From an optimization exercise on the open Yosys and OpenROAD flow, aimed at small area, a short achievable clock period and few clock cycles; shortcuts taken in it are not production practice.
Where RTL was checked, it was by simulation tests only, not by an equivalence proof against the original.
Power is estimated from default activity; no workload was simulated.

// tensor_axis_permute_addresses_top
module tensor_axis_permute_addresses_top #(
   parameter int RANK_LIMIT = 4,
   parameter int AXIS_BITS  = 8,
   parameter int VALUE_BITS = 32
) (
   input  logic        clock,
   input  logic        reset,
   input  logic        req_valid,
   output logic        req_ready,
   input  logic [31:0] req_element_value,
   output logic        rsp_valid,
   input  logic        rsp_ready,
   output logic [31:0] rsp_dest_address,
   output logic [31:0] rsp_moved_value,
   output logic        rsp_final_element,
   input  logic        csr_valid,
   output logic        csr_ready,
   input  logic [1:0]  csr_index,
   input  logic [31:0] csr_data
);
clock: 7.0 ns
lec_check: 0
abc_clock_period_in_ps: 2800
cap_margin: 20
core_margin: 2
core_utilization: 55
cts_buf_list: sky130_fd_sc_hd__clkbuf_8
cts_cluster_size: 30
place_density: 0.7
setup_slack_margin: 3.8
slew_margin: 20
run.sh (not shown) runs the stock make flow with config.mk's settings and CLKGATE_MAP_FILE= SYNTH_SCRIPT=/design/flow/synth_recipe.tcl, a recipe that flattens the netlist after the stock synthesis.
The baseline produced a clean layout.
Testbench counts at the start, summed over its fixed seeds: cycles 13,044.
Change:
==> flow/flow/run.sh (new file) <==
#!/bin/bash
# Standard layout, with plain buffers (instead of delay buffers) on the ports.
cp standard.sh standard.sh.txt 2>/dev/null
export BUFFER_PORTS_ARGS="-buffer_cell sky130_fd_sc_hd__buf_2"
bash standard.sh > standard.log 2>&1
==> flow/standard.sh (new file) <==
#!/bin/bash
# synth_recipe.tcl (not shown) runs the flow's synth.tcl, then flattens the netlist and writes it again
# the make line also repeats each setting of config.mk as NAME=value (left out here)
make -C /OpenROAD-flow-scripts/flow DESIGN_CONFIG=/design/flow/config.mk WORK_HOME=/design/flow/orfs CLKGATE_MAP_FILE= SYNTH_SCRIPT=/design/flow/synth_recipe.tcl "${@:-finish}"
removed: flow/run.sh
Outcome: The new run ran to the end with no violations; setup slack gets worse by 0.038 ns; wire length rises by 4.5%; total power rises by 1.6%; critical path depth does not change; die area does not change; register-to-register slack gets worse by 0.02 ns; area after synthesis does not change; core utilization falls by 0.88 points; first-iteration DRC count rises by 20%.

* * *

tensor_axis_permute_addresses_top, a different RTL version from the one above (not shown whole).
Size: ~2,600 cells after synthesis, roughly 140 I/O pins, roughly 26,000 µm² of cells after synthesis.
==> flow/design.v (excerpt) <==
module tensor_axis_permute_addresses_top #(
   parameter int RANK_LIMIT = 4,
   parameter int AXIS_BITS  = 8,
   parameter int VALUE_BITS = 32
) (
   input  logic        clock,
   input  logic        reset,
   input  logic        req_valid,
   output logic        req_ready,
   input  logic [31:0] req_element_value,
   output logic        rsp_valid,
   input  logic        rsp_ready,
   output logic [31:0] rsp_dest_address,
   output logic [31:0] rsp_moved_value,
   output logic        rsp_final_element,
   input  logic        csr_valid,
   output logic        csr_ready,
   input  logic [1:0]  csr_index,
   input  logic [31:0] csr_data
);
Settings: LEC_CHECK=0, ABC_CLOCK_PERIOD_IN_PS=2800, CAP_MARGIN=20, CORE_MARGIN=2, CORE_UTILIZATION=55, PLACE_DENSITY=0.7, SETUP_SLACK_MARGIN=3.7, SLEW_MARGIN=20, TNS_END_PERCENT=10; clock period 7.0 ns.
Stock flow here: none of the scripts above is used.
==> next run, changes <==
--- a/flow/config.mk
+++ b/flow/config.mk
@@ -9,7 +9,6 @@
 export CAP_MARGIN = 20
 export CORE_MARGIN = 2
-export CORE_UTILIZATION = 55
-export PLACE_DENSITY = 0.7
-export SETUP_SLACK_MARGIN = 3.7
+export CORE_UTILIZATION = 40
+export PLACE_DENSITY = 0.6
+export SETUP_SLACK_MARGIN = 3.75
 export SLEW_MARGIN = 20
-export TNS_END_PERCENT = 10
=> Count of clock-buffer cells in the layout grows by 4. Clock skew grows by 9.9 ps. Worst setup slack improved by 120 ps. Routed wire length grows by 4.9%. Fmax grows by 3.7%. Register-to-register slack improved by 180 ps. Combinational power grows by about 10%. Via count shrinks by about 0.8%. Utilization shrinks by 16 points.
No run of this note included a check of the RTL's function; only the layout flow was run.

* * *

Setup of job 101:
Another version of the RTL of tensor_axis_permute_addresses_top (not shown whole).
Size in the first run: about 1,900 cells after synthesis, ~20,000 um^2 of cells after synthesis.
==> flow/config.mk <==
export PLATFORM = sky130hd
export DESIGN_NAME = tensor_axis_permute_addresses_top
export DESIGN_NICKNAME = tensor_axis_permute_addresses_top
export VERILOG_FILES = /design/flow/design.v
export SDC_FILE = /design/flow/constraint.sdc
export NUM_CORES = 4
export LEC_CHECK = 0
export ABC_CLOCK_PERIOD_IN_PS = 2800
export CAP_MARGIN = 20
export CORE_MARGIN = 2
export CORE_UTILIZATION = 55
export CTS_BUF_LIST = sky130_fd_sc_hd__clkbuf_8
export CTS_CLUSTER_DIAMETER = 120
export CTS_CLUSTER_SIZE = 16
export PLACE_DENSITY = 0.7
export SETUP_SLACK_MARGIN = 3.8
export SLEW_MARGIN = 20
==> flow/constraint.sdc <==
create_clock -name core_clock -period 7.0 [get_ports {clock}]
set_input_delay 1.4000 -clock core_clock [delete_from_list [all_inputs] [get_ports {clock}]]
set_output_delay 1.4000 -clock core_clock [all_outputs]
set_load 0.01 [all_outputs]
Job 101 finished every step from synthesis to the final layout, and the layout passed the timing, design-rule and antenna checks.
Testbench counts of job 101, summed over its fixed seeds: cycles 13,044.
#### Input delta (job 102 over job 101)
Settings: CTS_BUF_LIST: sky130_fd_sc_hd__clkbuf_8 -> sky130_fd_sc_hd__clkbuf_16; CTS_CLUSTER_SIZE: 16 -> 25.
### Flow results
The number of CTS-inserted buffers in job 102 sits 9 below the value recorded for job 101.
Taking job 101 as the reference, in job 102 clock latency on the worst-skew pair -0.11 ns, maximum fanout along the worst path +19, non-clock buffer count -about 1.6%, critical path depth +11, share of total power in combinational logic -0.5 points.
Run comparison: job 102 slowest stage cell on the critical path sky130_fd_sc_hd__a32o_1; job 101 slowest stage cell on the critical path sky130_fd_sc_hd__a21o_1
In job 102 relative to job 101, static power due to leakage had gone down slightly.
> inputs changed (job 102 -> job 103)
Settings: swapping sky130_fd_sc_hd__clkbuf_16 for sky130_fd_sc_hd__clkbuf_8 in CTS_BUF_LIST; swapping 120 for 100 in CTS_CLUSTER_DIAMETER; swapping 25 for 12 in CTS_CLUSTER_SIZE.
--- outcome ---
The clock period minus final worst setup slack of job 103 was superior to that of job 102. Going from job 102 to job 103, met1 layer usage reported by global route up 0.42 points; delay of the slowest cell on the worst path down 0.08 ns. Cell count, job 103 vs job 102: up slightly.
Setup changes, job 103 to job 104
Settings: CTS_CLUSTER_DIAMETER no longer set, was 100; CTS_CLUSTER_SIZE now 30, was 12.
==> results.txt <==
- Relative to job 103, job 104 degrades internal power summed over all cells.
- Taking job 103 as the reference point, the largest voltage drop on the vdd net of job 104 falls by about 9%.
- Comparing job 104 and job 103, proportion of power drawn by the clock network is lower on job 103.
- Between job 103 and job 104, the achievable frequency figures differ only marginally.

-- separate check: timing with driven ports --
No port has a modelled driver above. Below, the same layouts with a new extraction and two added sets of constraints.
Step 1 sets driving cells, clkbuf_16 on the clock port and buf_2 on the other inputs (assumed; they add their load-dependent delay and slew).
Step 2 times the ports against the registers' clock, not the clock port: input delays grow and output delays shrink by t, the midpoint of the rising clock arrivals with the driver on.
a / b / c = ideal ports / drivers / drivers and shift; a / b = the first two.
run | t, ns | setup WS [ns] | worst setup path after step 2 | pins driven straight from the clock port
the first run of note 1 | 0.690 | 3.800 / 3.767 / 3.375 | input to register | 1
the second run of note 1 | 0.676 | 3.762 / 3.722 / 3.242 | input to register | 1
the first run of note 2 | 0.655 | 3.582 / 3.616 / 2.967 | input to register | 1
the second run of note 2 | 0.665 | 3.703 / 3.672 / 3.160 | input to register | 1
job 101 | 0.696 | 3.797 / 3.776 / 3.269 | input to register | 1
job 102 | 0.591 | 3.736 / 3.771 / 3.180 | input to register | 1
job 103 | 0.670 | 3.803 / 3.782 / 3.295 | input to register | 1
job 104 | 0.664 | 3.802 / 3.781 / 3.239 | input to register | 1
After both steps setup and hold are still met in every run listed. The setup slack of the first run of note 2, which loses most, moves by +0.034 ns with the drivers and by -0.615 ns with both steps.
